Context: an optimization exercise on an open-source flow, tuned for small area, a short achievable clock period and few clock cycles per item. The choices shown serve that exercise and are no tape-out recipe. In this exercise RTL edits were held to simulation tests only and were not proved equivalent to the original.

Setup of before:
Design gnss_satellite_table_builder_top, start of the top module:
module gnss_satellite_table_builder_top #(
	parameter int unsigned MAX_SATS = gstb_pkg::MAX_SATS_DEF
) (
	input  logic                                clk,
	input  logic                                arst_n,
	input  logic                                s_tvalid,
	output logic                                s_tready,
	input  logic [gstb_pkg::IN_TDATA_W-1:0]     s_tdata,
	input  logic [1:0]                          s_tuser,
	output logic                                m_tvalid,
	input  logic                                m_tready,
	output logic [gstb_pkg::OUT_TDATA_W-1:0]    m_tdata,
	output logic                                m_tuser,
	output logic                                m_tlast
);
Settings: LEC_CHECK=0, CAP_MARGIN=20, CORE_MARGIN=2, CORE_UTILIZATION=65, CTS_CLUSTER_DIAMETER=80, CTS_CLUSTER_SIZE=25, PLACE_DENSITY=0.75, SETUP_SLACK_MARGIN=3.0, SLEW_MARGIN=20; clock period 5.5 ns.
run.sh (not shown) runs the stock make flow with config.mk's settings and CLKGATE_MAP_FILE= SYNTH_SCRIPT=/design/flow/synth_recipe.tcl, a recipe that flattens the netlist after the stock synthesis.
Testbench counts of before, summed over its fixed seeds: cycles 16,356, items 16,018.
#### Input delta (after over before)
diff --git a/flow/design.v b/flow/design.v
--- a/flow/design.v
+++ b/flow/design.v
@@ -331,45 +331,34 @@
 	assign uwp1    = uwp_q + 1'b1;
 	assign vis_ok_nx  = !vocc_q[PW] && !((vocc_q[PW-1:0] == '1) && vwr);
 	assign used_ok_nx = !uval_q[uwp1];
 	assign cmt_ok_nx  = !pd_v_q && !(is_cmt && rd_act_q);
 	always_ff @(posedge clk or negedge arst_n) begin
 		if (!arst_n) begin
+			rdy_q  <= 1'b0;
 			in_v_q <= 1'b0;
 		end else begin
 			in_v_q <= in_v_nx;
+			rdy_q  <= !in_v_nx ||
+				(cmd_nx == gstb_pkg::CMD_VISIBLE && vis_ok_nx) ||
+				(cmd_nx == gstb_pkg::CMD_USED && used_ok_nx) ||
+				(cmd_nx == gstb_pkg::CMD_COMMIT && cmt_ok_nx) ||
+				(cmd_nx == 2'd3);
 		end
 	end
-	always_ff @(posedge clk) begin
-		rdy_q <= !in_v_nx ||
-			(cmd_nx == gstb_pkg::CMD_VISIBLE && vis_ok_nx) ||
-			(cmd_nx == gstb_pkg::CMD_USED && used_ok_nx) ||
-			(cmd_nx == gstb_pkg::CMD_COMMIT && cmt_ok_nx) ||
-			(cmd_nx == 2'd3);
-	end
 	logic h_adv, o_adv, rd_fire, rd_pop, rd_done;
 	assign o_adv   = !o_v_q || m_tready;
 	assign h_adv   = !h_v_q || o_adv;
 	assign rd_fire = rd_act_q && h_adv;
 	assign rd_pop  = rd_fire && !rd_mark_q;
 	assign rd_done = rd_fire && (rd_mark_q || rd_rem_q == CW'(1));
 	always_ff @(posedge clk) begin
 		if (vwr) vmem[vtail_q] <= in_e_q;
 	end
-	logic [MAX_SATS-1:0] usel_q;
-	logic [PW-1:0]       uwp_nx;
-	assign uwp_nx = uwr ? uwp1 : uwp_q;
-	always_ff @(posedge clk) begin
-		for (int j = 0; j < MAX_SATS; j++) begin
-			usel_q[j] <= (uwp_nx == PW'(j));
-		end
-	end
 	always_ff @(posedge clk) begin
-		for (int j = 0; j < MAX_SATS; j++) begin
-			if (uwr && usel_q[j]) ukey[j] <= in_e_q[EW-1 -: KW];
-		end
+		if (uwr) ukey[uwp_q] <= in_e_q[EW-1 -: KW];
 	end
 	logic       free_q;
 	logic [1:0] free_tag_q;
 	always_ff @(posedge clk or negedge arst_n) begin
 		if (!arst_n) begin
 			free_q <= 1'b0;
@@ -382,20 +371,20 @@
 	end
 	always_ff @(posedge clk or negedge arst_n) begin
 		if (!arst_n) begin
 			uval_q <= '0;
 		end else begin
 			for (int j = 0; j < MAX_SATS; j++) begin
-				if (uwr && usel_q[j]) uval_q[j] <= 1'b1;
+				if (uwr && uwp_q == PW'(j)) uval_q[j] <= 1'b1;
 				else if (free_q && utag_q[j] == free_tag_q) uval_q[j] <= 1'b0;
 			end
 		end
 	end
 	always_ff @(posedge clk) begin
 		for (int j = 0; j < MAX_SATS; j++) begin
-			if (uwr && usel_q[j]) utag_q[j] <= cur_tag_q;
+			if (uwr && uwp_q == PW'(j)) utag_q[j] <= cur_tag_q;
 		end
 	end
 	always_ff @(posedge clk or negedge arst_n) begin
 		if (!arst_n) begin
 			vhead_q    <= '0;
 			vtail_q    <= '0;
@@ -408,13 +397,13 @@
 			rd_act_q   <= 1'b0;
 			pd_v_q     <= 1'b0;
 		end else begin
 			if (vwr) vtail_q <= vtail_q + 1'b1;
 			vhead_q <= vhead_nx;
 			vocc_q <= vocc_q + CW'(vwr) - CW'(rd_pop);
-			uwp_q <= uwp_nx;
+			if (uwr) uwp_q <= uwp_q + 1'b1;
 			ufull_q <= uwr ? uval_q[uwp1] : uval_q[uwp_q];
 			if (cmt) begin
 				cur_vcnt_q <= '0;
 				cur_ucnt_q <= '0;
 				cur_tag_q  <= cur_tag_q + 1'b1;
 			end else begin
==> comparison <==
- Worst-skew pair later-pin latency delta (after -> before): insignificant
- Per the comparison of after with before, post-detailed-placement half-perimeter wirelength fell by 2.6 mm, final critical-path required period went down 47 ps, final period utilization moved down, wire length of the first global-routing pass lower.
Testbench counts of after, summed over its fixed seeds: cycles 16,356, items 16,018.

-- re-timing with driven ports --
The results above use ideal ports. As a check the final layouts listed here were re-extracted and re-timed, cells and wires unchanged.
Step 1 sets driving cells, clkbuf_16 on the clock port and buf_2 on the other inputs (assumed; they add their load-dependent delay and slew).
Step 2 also shifts input and output timing later by t, the mid clock arrival at the registers, as if the neighbouring blocks saw the same clock.
a / b / c = no drivers / after step 1 / after step 2; a / b = the first two.
| run | shift t [ns] | setup slack, ns | worst slew at a driven data input, ns | pins driven straight from the clock port |
|---|---|---|---|---|
| before | 0.778 | 2.954 / 2.881 / 2.291 | 0.06 | 1 |
| after | 0.782 | 3.001 / 2.920 / 2.341 | 0.09 | 1 |
After both steps setup and hold are still met in every run listed. The setup slack of before, which loses most, moves by -0.073 ns with the drivers and by -0.663 ns with both steps.
